Source: an optimization exercise on an open RTL-to-GDS flow (aim: small area, a short achievable clock period and few clock cycles per item). Production flows keep margins and buffers that such runs may drop. Only simulation tests tie the RTL to the original design; equivalence was not proved.

Setup of TR:
## wavelength_to_rgb_core
module wavelength_to_rgb_core (
  input  logic        clk_i,
  input  logic        rst_ni,
  input  logic        in_valid_i,
  output logic        in_ready_o,
  input  logic [13:0] wavelength_i,
  output logic        out_valid_o,
  input  logic        out_ready_i,
  output logic [7:0]  red_o,
  output logic [7:0]  green_o,
  output logic [7:0]  blue_o
);
  logic       en;
  logic [3:0] v_q;
  assign en = ~v_q[3] | out_ready_i;
  always_ff @(posedge clk_i or negedge rst_ni) begin
    if (!rst_ni) begin
      v_q <= '0;
    end else if (en) begin
      v_q <= {v_q[2:0], in_valid_i};
    end
  end
  assign in_ready_o  = en;
  assign out_valid_o = v_q[3];
  logic [13:0] w;
  logic        clamp_d;
  logic [2:0]  route_d;
  always_comb begin
    w = wavelength_i;
    clamp_d = (w < w2rgb_pkg::W380) | (w > w2rgb_pkg::W780);
    if      (w < w2rgb_pkg::W420)  route_d = w2rgb_pkg::R_LO;
    else if (w < w2rgb_pkg::W440)  route_d = w2rgb_pkg::R_VIO;
    else if (w < w2rgb_pkg::W490)  route_d = w2rgb_pkg::R_BLU;
    else if (w < w2rgb_pkg::W510)  route_d = w2rgb_pkg::R_CYA;
  ...
For scale: ~1900 cells after synthesis, roughly 66 flip-flops, ~44 I/O pins, about 12000 um2 of cells after synthesis.
Settings: LEC_CHECK=0, ABC_AREA=1, CAP_MARGIN=20, CORE_MARGIN=2, CORE_UTILIZATION=45, SETUP_SLACK_MARGIN=2.5, SLEW_MARGIN=20, SYNTH_MEMORY_MAX_BITS=32768; clock period 7.0 ns.
run.sh (not shown) runs the stock make flow with config.mk's settings and CLKGATE_MAP_FILE= SYNTH_SCRIPT=/design/flow/synth_recipe.tcl, a recipe that flattens the netlist after the stock synthesis.
Testbench counts of TR, summed over its fixed seeds: cycles 24,032, items 24,000.
--- input diff TR..AL ---
- changing SETUP_SLACK_MARGIN from 2.5 to 3.5
Findings:
AL: full flow OK, the timing, DRC and antenna checks passed
Design area in AL is about 3% above TR.
Compared with TR, post-detailed-placement half-perimeter wirelength in AL decreased by a few percent.
Looking at maximum frequency across both flows, AL is the stronger of the two, with TR trailing.

========
wavelength_to_rgb_core, a different RTL version from the one above (not shown whole).
Size: ~1,800 cells after synthesis, ~0.011 mm² of cells after synthesis.
export LEC_CHECK = 0
export ABC_AREA = 1
export CAP_MARGIN = 20
export CORE_MARGIN = 2
export CORE_UTILIZATION = 45
export SETUP_SLACK_MARGIN = 2.9
export SLEW_MARGIN = 20
export SYNTH_MEMORY_MAX_BITS = 32768
create_clock -name core_clock -period 7.0 [get_ports {clk_i}]
Testbench counts at the start, summed over its fixed seeds: cycles 24,032, items 24,000.
Change:
--- a/flow/config.mk
+++ b/flow/config.mk
@@ -11,2 +11,2 @@
-export CORE_UTILIZATION = 45
-export SETUP_SLACK_MARGIN = 2.9
+export CORE_UTILIZATION = 55
+export SETUP_SLACK_MARGIN = 3.2
After rerunning: Core utilization increases by 14 points; register-to-register slack got worse by 0.38 ns; non-clock buffer count came out higher by 14; setup slack got worse by 0.38 ns; wire length rises by roughly a tenth; sequential cell count stays the same.
Change:
--- a/flow/config.mk
+++ b/flow/config.mk
@@ -11,2 +11,2 @@
-export CORE_UTILIZATION = 55
-export SETUP_SLACK_MARGIN = 3.2
+export CORE_UTILIZATION = 45
+export SETUP_SLACK_MARGIN = 2.75
=> Worst setup slack gains 0.27 ns; via count decreases by a little under a tenth; non-clock buffer count decreases by 31.
Change:
--- a/flow/config.mk
+++ b/flow/config.mk
@@ -12 +12 @@
-export SETUP_SLACK_MARGIN = 2.75
+export SETUP_SLACK_MARGIN = 3.2
The changed run finished with timing, DRC and antenna clean.
Worst setup slack gets better by 0.24 ns.
Final area increases by 9.1%.
Global-route usage increases by 1.3 points.

========
wavelength_to_rgb_core again, from the RTL that the note above started with.
export LEC_CHECK = 0
export ABC_AREA = 1
export CAP_MARGIN = 20
export CORE_MARGIN = 2
export CORE_UTILIZATION = 45
export SETUP_SLACK_MARGIN = 3.5
export SLEW_MARGIN = 20
export SYNTH_MEMORY_MAX_BITS = 32768
create_clock -name core_clock -period 7.0 [get_ports {clk_i}]
Testbench counts at the start, summed over its fixed seeds: cycles 24,032, items 24,000.
Next try:
SETUP_SLACK_MARGIN = 2.6   (was 3.5)
What happened: The new run produced a clean layout; utilization goes down by 8.4 points; critical path depth goes down by 14; cell area goes down by 14%; routed wire length goes down by 5.8%; worst setup slack degrades by 590 ps; first-iteration DRC count goes down by 9.0%; final cell count goes down by 4.3%.

========
## v17
Starting RTL as in the previous note.
## wavelength_to_rgb_core
module wavelength_to_rgb_core (
  input  logic        clk_i,
  input  logic        rst_ni,
  input  logic        in_valid_i,
  output logic        in_ready_o,
  input  logic [13:0] wavelength_i,
  output logic        out_valid_o,
  input  logic        out_ready_i,
  output logic [7:0]  red_o,
  output logic [7:0]  green_o,
  output logic [7:0]  blue_o
);
Settings: LEC_CHECK=0, ABC_AREA=1, CAP_MARGIN=20, CORE_MARGIN=2, CORE_UTILIZATION=45, SETUP_SLACK_MARGIN=3.05, SLEW_MARGIN=20, SYNTH_MEMORY_MAX_BITS=32768; clock period 7.0 ns.
v17 finished every stage and its layout cleared the timing, DRC and antenna checks.
Testbench counts of v17, summed over its fixed seeds: cycles 24,032, items 24,000.
Inputs modified between v17 and v38:
# v17
export LEC_CHECK = 0
export ABC_AREA = 1
export CAP_MARGIN = 20
export CORE_MARGIN = 2
export CORE_UTILIZATION = 45
export SETUP_SLACK_MARGIN = 3.05
export SLEW_MARGIN = 20
export SYNTH_MEMORY_MAX_BITS = 32768
create_clock -name core_clock -period 7.0 [get_ports {clk_i}]
# v38
export LEC_CHECK = 0
export ABC_AREA = 1
export CAP_MARGIN = 20
export CORE_MARGIN = 2
export CORE_UTILIZATION = 45
export SETUP_SLACK_MARGIN = 3.2
export SLEW_MARGIN = 20
export SYNTH_MEMORY_MAX_BITS = 32768
export TNS_END_PERCENT = 10
create_clock -name core_clock -period 7.0 [get_ports {clk_i}]
### Flow results
When v38 is measured against v17, its number of cells in the finished layout apart from fillers turns out about 0.9% higher. Between v38 and v17, the clock skew figures differ only marginally. Side by side, number of antenna cells inserted turned out lower in v38 than in v17. Compared with v17, v38 shows a met2 layer usage reported by global route that is 0.37 points higher. Routed wire in v38 totals more than in v17. Status: time the worst path needs with I/O delays and setup parity (v38, v17). Compared with v17, in v38 first-iteration DRC count rose by 156, via count of the first global-routing pass level, remaining max-slew budget at the tightest pin grew by 3.4 points. Relative to v17, relative area change from synthesis to final layout has increased by 5.0 points in v38.

[port drivers added, routing unchanged]
The results above use ideal ports. As a check the final layouts listed here were re-extracted and re-timed, cells and wires unchanged. Step 1: set_driving_cell puts a clkbuf_16 on clk_i and a buf_2 on each other input, an assumption about the parent block. Step 2, shift: input delay + t, output delay - t, t = (earliest + latest rising clock arrival at the registers) / 2. This alone moves slack from input paths to output paths. a / b / c = ideal / step 1 / step 2; a / b = the first two.
run	t (ns)	slack for setup (ns)	worst hold slack (ns)	worst setup path after step 2	slew at the worst register clock pin (ns)
TR	0.379	2.430 / 2.430 / 2.430	0.427 / 0.427 / 0.427	register to register	0.07 / 0.07
AL	0.387	2.529 / 2.529 / 2.529	0.444 / 0.444 / 0.444	register to register	0.07 / 0.07
the first run of note 2	0.365	3.043 / 3.039 / 3.039	0.418 / 0.418 / 0.418	input to output	0.06 / 0.06
the second run of note 2	0.385	2.662 / 2.662 / 2.662	0.424 / 0.424 / 0.424	register to register	0.07 / 0.07
the third run of note 2	0.366	2.935 / 2.935 / 2.935	0.418 / 0.418 / 0.418	register to register	0.06 / 0.06
the fourth run of note 2	0.365	3.176 / 3.176 / 3.176	0.419 / 0.419 / 0.419	register to register	0.06 / 0.06
the first run of note 3	0.371	3.287 / 3.287 / 3.287	0.422 / 0.422 / 0.422	register to register	0.06 / 0.06
the second run of note 3	0.359	2.702 / 2.678 / 2.678	0.426 / 0.426 / 0.426	input to output	0.05 / 0.05
v17	0.366	3.124 / 3.124 / 3.124	0.418 / 0.418 / 0.418	register to register	0.06 / 0.06
v38	0.366	3.125 / 3.125 / 3.125	0.418 / 0.418 / 0.418	register to register	0.06 / 0.06
After both steps every run listed still meets setup and hold. For the second run of note 3, which loses most, drivers alone change the setup slack by -0.024 ns; drivers and shift together by -0.024 ns.
